What follows belongs to an exercise in optimizing a design on an open flow for small area and a short achievable clock period; a production flow would make more cautious choices.
Only simulation tests tie the RTL to the original design; equivalence was not proved.

==> lagoon: inputs <==
// axis_fir_lowpass
module axis_fir_lowpass (
        input  logic               s00_axis_aclk,
        input  logic               rst_n,
        input  logic               s00_axis_tvalid,
        input  fir_pkg::bus_word_t s00_axis_tdata,
        input  logic               s00_axis_tlast,
        output logic               s00_axis_tready,
        input  logic               m00_axis_tready,
        output logic               m00_axis_tvalid,
        output fir_pkg::bus_word_t m00_axis_tdata,
        output logic               m00_axis_tlast
);
        fir_pkg::sample_t sample;
        fir_pkg::res_t    result;
        logic    result_last;
        logic    accept;
        assign sample = s00_axis_tdata[63 -: 32];
        fir_tap_chain i_fir_tap_chain (
                .s00_axis_aclk (s00_axis_aclk),
                .rst_n         (rst_n),
                .accept        (accept),
                .sample        (sample),
                .sample_last   (s00_axis_tlast),
                .result        (result),
                .result_last   (result_last)
        );
        fir_out_stage i_fir_out_stage (
                .s00_axis_aclk   (s00_axis_aclk),
                .rst_n           (rst_n),
                .in_valid        (s00_axis_tvalid),
                .result          (result),
                .result_last     (result_last),
                .m00_axis_tready (m00_axis_tready),
                .in_ready        (s00_axis_tready),
                .accept          (accept),
                .m00_axis_tvalid (m00_axis_tvalid),
                .m00_axis_tdata  (m00_axis_tdata),
                .m00_axis_tlast  (m00_axis_tlast)
        );
endmodule
clock: 10.5 ns
lec_check: 0
abc_clock_period_in_ps: 1500
cap_margin: 20
core_margin: 2
core_utilization: 70
slew_margin: 20
synth_hierarchical: 1
standard.sh (not shown) runs the stock make flow with config.mk's settings and CLKGATE_MAP_FILE= SYNTH_SCRIPT=/design/flow/synth_recipe.tcl, a recipe that flattens the netlist after the stock synthesis.
==> flow/flow/run.sh <==
#!/bin/bash
set -euo pipefail
bash standard.sh SETUP_SLACK_MARGIN=6.0 "BUFFER_PORTS_ARGS=-buffer_cell sky130_fd_sc_hd__buf_1" finish > standard.log 2>&1
==> willow (differences from lagoon) <==
==> flow/flow/run.sh (replaced) <==
#!/bin/bash
set -euo pipefail
bash standard.sh SETUP_SLACK_MARGIN=5.7 finish > standard.log 2>&1
Settings changed: ABC_CLOCK_PERIOD_IN_PS 1500 to default, CORE_UTILIZATION 70 to 60.
==> ember (differences from lagoon) <==
==> flow/run.sh (new file) <==
#!/bin/bash
# synth_recipe.tcl (not shown) runs the flow's synth.tcl, then flattens the netlist and writes it again
# the make line also repeats each setting of config.mk as NAME=value (left out here)
make -C /OpenROAD-flow-scripts/flow DESIGN_CONFIG=/design/flow/config.mk WORK_HOME=/design/flow/orfs CLKGATE_MAP_FILE= SYNTH_SCRIPT=/design/flow/synth_recipe.tcl finish
Settings changed: ABC_CLOCK_PERIOD_IN_PS 1500 to default, CORE_UTILIZATION 70 to 60, SETUP_SLACK_MARGIN from default to 5.
removed: flow/flow/run.sh
removed: flow/standard.sh
==> delta (differences from lagoon) <==
==> flow/flow/run.sh (replaced) <==
#!/bin/bash
set -euo pipefail
bash standard.sh SETUP_SLACK_MARGIN=5.7 "BUFFER_PORTS_ARGS=-buffer_cell sky130_fd_sc_hd__buf_1" finish > standard.log 2>&1
==> run summary <==
nets=3867; Clock Latency Late Sink=0.63 ns; Clock-cell share=0.0465; delay-heaviest family, CP=adder cells; DR WL met3=2.19 mm; initial antenna violation count=0; status=no timing/DRC/antenna violations; crit path time final=4.90 ns; gr usage total=0.250; DRT iter0 DRCs=1006; Final Core Density=0.672; Seq/total area=0.313; hold_sp=i_fir_tap_chain.h4[23]; fraction of layout cells with a size suffix above 1=0.217; final design area excluding fillers=0.0440 mm^2
The numbers above come from willow.

==> run summary <==
status=no timing/DRC/antenna violations; Clock-cell share=0.0454; fraction of layout cells with a size suffix above 1=0.202; Compound-Gate Fraction of Synth Area=0.0331; Worst path depth=12; nets=3850; die width=242 um; Clock Latency Late Sink=0.62 ns; gr usage total=0.289; routed len/inst=21.3 um; Seq/total area=0.322; DRT iter0 DRCs=1205; delay-heaviest family, CP=adder cells; initial antenna violation count=0
The numbers above come from delta.

==> run summary <==
status=no timing/DRC/antenna violations; fraction of layout cells with a size suffix above 1=0.186; final design area excluding fillers=0.0434 mm^2; DR WL met3=2.39 mm; delay-heaviest family, CP=compound AO/OA/AOI/OAI gates; nets=3850; DRT iter0 DRCs=1100; hold_sp=i_fir_tap_chain.h4[23]; Clock Latency Late Sink=0.62 ns; Clock-cell share=0.0474; Final Core Density=0.663; gr usage total=0.250
The numbers above come from ember.

==> run summary <==
crit path time final=4.72 ns; initial antenna violation count=1; Clock Latency Late Sink=0.62 ns; hold_sp=i_fir_tap_chain.q2[41]; Final Core Density=0.789; status=no timing/DRC/antenna violations; DR WL met3=2.51 mm; delay-heaviest family, CP=adder cells
The numbers above come from lagoon.


* * *

==> run M: inputs <==
Another version of the RTL of axis_fir_lowpass (not shown whole).
==> flow/config.mk <==
export PLATFORM = sky130hd
export DESIGN_NAME = axis_fir_lowpass
export DESIGN_NICKNAME = axis_fir_lowpass
export VERILOG_FILES = /design/flow/design.v
export SDC_FILE = /design/flow/constraint.sdc
export NUM_CORES = 4
export LEC_CHECK = 0
export ABC_CLOCK_PERIOD_IN_PS = 1500
export CAP_MARGIN = 20
export CORE_MARGIN = 2
export CORE_UTILIZATION = 70
export CTS_BUF_LIST = sky130_fd_sc_hd__clkbuf_4 sky130_fd_sc_hd__clkbuf_8
export SLEW_MARGIN = 20
export SYNTH_HIERARCHICAL = 1
==> flow/constraint.sdc <==
create_clock -name core_clock -period 10.5 [get_ports {s00_axis_aclk}]
set_input_delay 2.1000 -clock core_clock [delete_from_list [all_inputs] [get_ports {s00_axis_aclk}]]
set_output_delay 2.1000 -clock core_clock [all_outputs]
set_load 0.01 [all_outputs]
==> flow/flow/run.sh <==
#!/bin/bash
set -euo pipefail
bash standard.sh SETUP_SLACK_MARGIN=5.7 "BUFFER_PORTS_ARGS=-buffer_cell sky130_fd_sc_hd__buf_1" finish > standard.log 2>&1
==> inputs of run H, as changes to run M <==
==> flow/flow/run.sh (replaced) <==
#!/bin/bash
set -euo pipefail
bash standard.sh SETUP_SLACK_MARGIN=5.8 "BUFFER_PORTS_ARGS=-buffer_cell sky130_fd_sc_hd__buf_1" finish > standard.log 2>&1
--- a/flow/config.mk
+++ b/flow/config.mk
@@ -9,6 +9,5 @@
 export CAP_MARGIN = 20
 export CORE_MARGIN = 2
-export CORE_UTILIZATION = 70
-export CTS_BUF_LIST = sky130_fd_sc_hd__clkbuf_4 sky130_fd_sc_hd__clkbuf_8
+export CORE_UTILIZATION = 75
 export SLEW_MARGIN = 20
 export SYNTH_HIERARCHICAL = 1
==> results_dict.tcl <==
set metrics [dict create \
    grtUsageMet1_pct 38.2 \
    seq_area_share_pct 32.2 \
    placed_cells_incl_taps 3438 \
    critPathMaxStageDelay_ns 0.54 \
    clock_cell_area_share_pct 5.11 \
    post_route_cells_drive_above_1_share_pct 25.1 \
    outcome "no timing/DRC/antenna violations" \
    wl_um 81200 \
    routed_via_density 6.01 \
    n_clock_buffer 78 \
    floorplan.core_area_um2 52300 \
]
Source of the figures above: run H

==> results_dict.tcl <==
set metrics [dict create \
    outcome "no timing/DRC/antenna violations" \
    wl_um 76600 \
    placed_cells_incl_taps 3504 \
    floorplan.core_area_um2 56100 \
    grtUsageMet1_pct 33.9 \
    post_route_cells_drive_above_1_share_pct 24.8 \
]
Source of the figures above: run M


* * *

==> try-nickel <==
axis_fir_lowpass, a different RTL version from the one above (not shown whole).
clock: 10.5 ns
lec_check: 0
abc_clock_period_in_ps: 1500
cap_margin: 20
core_margin: 2
core_utilization: 80
slew_margin: 20
synth_hierarchical: 1
==> flow/flow/run.sh <==
#!/bin/bash
set -euo pipefail
bash standard.sh SETUP_SLACK_MARGIN=5.7 "BUFFER_PORTS_ARGS=-buffer_cell sky130_fd_sc_hd__buf_1" finish > standard.log 2>&1
==> try-harbor (differences from try-nickel) <==
--- a/flow/config.mk
+++ b/flow/config.mk
@@ -9,5 +9,5 @@
 export CAP_MARGIN = 20
 export CORE_MARGIN = 2
-export CORE_UTILIZATION = 80
+export CORE_UTILIZATION = 70
 export SLEW_MARGIN = 20
 export SYNTH_HIERARCHICAL = 1
==> comparison <==
In synthesized area, try-nickel and try-harbor do not differ.
Between try-nickel and try-harbor, the lower critical path depth is in try-harbor (gap 8).
Of try-nickel and try-harbor, try-nickel has the higher via count (gap 6.2%, measured against try-harbor).
Of try-harbor and try-nickel, try-harbor has the higher count of clock-buffer cells in the layout (gap 1).
Between try-nickel and try-harbor, the lower first-iteration DRC count is in try-harbor (gap 47%, measured against try-harbor).
Of try-nickel and try-harbor, try-nickel has the higher global-route usage (gap 8.6 points).
==> figures <==
Result of the run: try-nickel finished clean; try-harbor finished clean
Transition at the pin with the smallest max-transition slack: try-nickel 1.078 ns; try-harbor 0.9928 ns
Placed insts: try-nickel 3495; try-harbor 3587
Fraction of standard cell area that is sequential: try-nickel 0.3203; try-harbor 0.3186
Met1 Resource Use GR: try-nickel 0.4217; try-harbor 0.3538
Data arrival at the endpoint of the critical path: try-nickel 5.19 ns; try-harbor 5.06 ns
Worst stage delay on the critical path: try-nickel 0.52 ns; try-harbor 0.46 ns
Worst setup margin: try-nickel 5.659 ns; try-harbor 5.783 ns
Critical path depth: try-nickel 20; try-harbor 12
Post-CTS Setup Repair Bufs: try-nickel 3; try-harbor 5
Final critical-path share of the clock period: try-nickel 0.4611; try-harbor 0.4493
Clock network area share: try-nickel 0.04230; try-harbor 0.04758
Number of cells on the worst reg-to-reg path: try-nickel 20; try-harbor 18
Overall via count from detail_route: try-nickel 22883; try-harbor 21539
Required arrival time at the worst endpoint: try-nickel 10.85 ns; try-harbor 10.84 ns
Worst path bufs/invs: try-nickel 2; try-harbor 1

==> afterwards: timing with drivers on the ports <==
No port has a modelled driver above. Below, the same layouts with a new extraction and two added sets of constraints.
Step 1, drivers: a clkbuf_16 drives s00_axis_aclk and a buf_2 each remaining input, both assumed.
Step 2 moves the port delays by t, midway between the first and last clock arrival at a register: inputs arrive t later, outputs are due t later. That takes back most of the time a late clock gives input paths.
a / b / c = no drivers / after step 1 / after step 2; a / b = the first two.
| run | t (ns) | setup WS [ns] | worst setup path at the end | worst data-port slew with drivers (ns) |
|---|---|---|---|---|
| lagoon | 0.672 | 5.777 / 5.798 / 5.126 | input to register | 0.07 |
| willow | 0.689 | 5.604 / 5.631 / 4.942 | input to register | 0.05 |
| ember | 0.682 | 5.106 / 5.146 / 4.464 | input to register | 0.05 |
| delta | 0.673 | 5.677 / 5.703 / 5.030 | input to register | 0.06 |
| run M | 0.733 | 5.763 / 5.755 / 5.022 | input to register | 0.08 |
| run H | 0.663 | 5.803 / 5.816 / 5.153 | input to register | 0.07 |
| try-nickel | 0.679 | 5.659 / 5.659 / 5.166 | input to register | 0.06 |
| try-harbor | 0.675 | 5.783 / 5.787 / 5.150 | input to register | 0.05 |
After both steps setup and hold are still met in every run listed. For run M, which loses most, drivers alone change the setup slack by -0.008 ns; drivers and shift together by -0.741 ns.
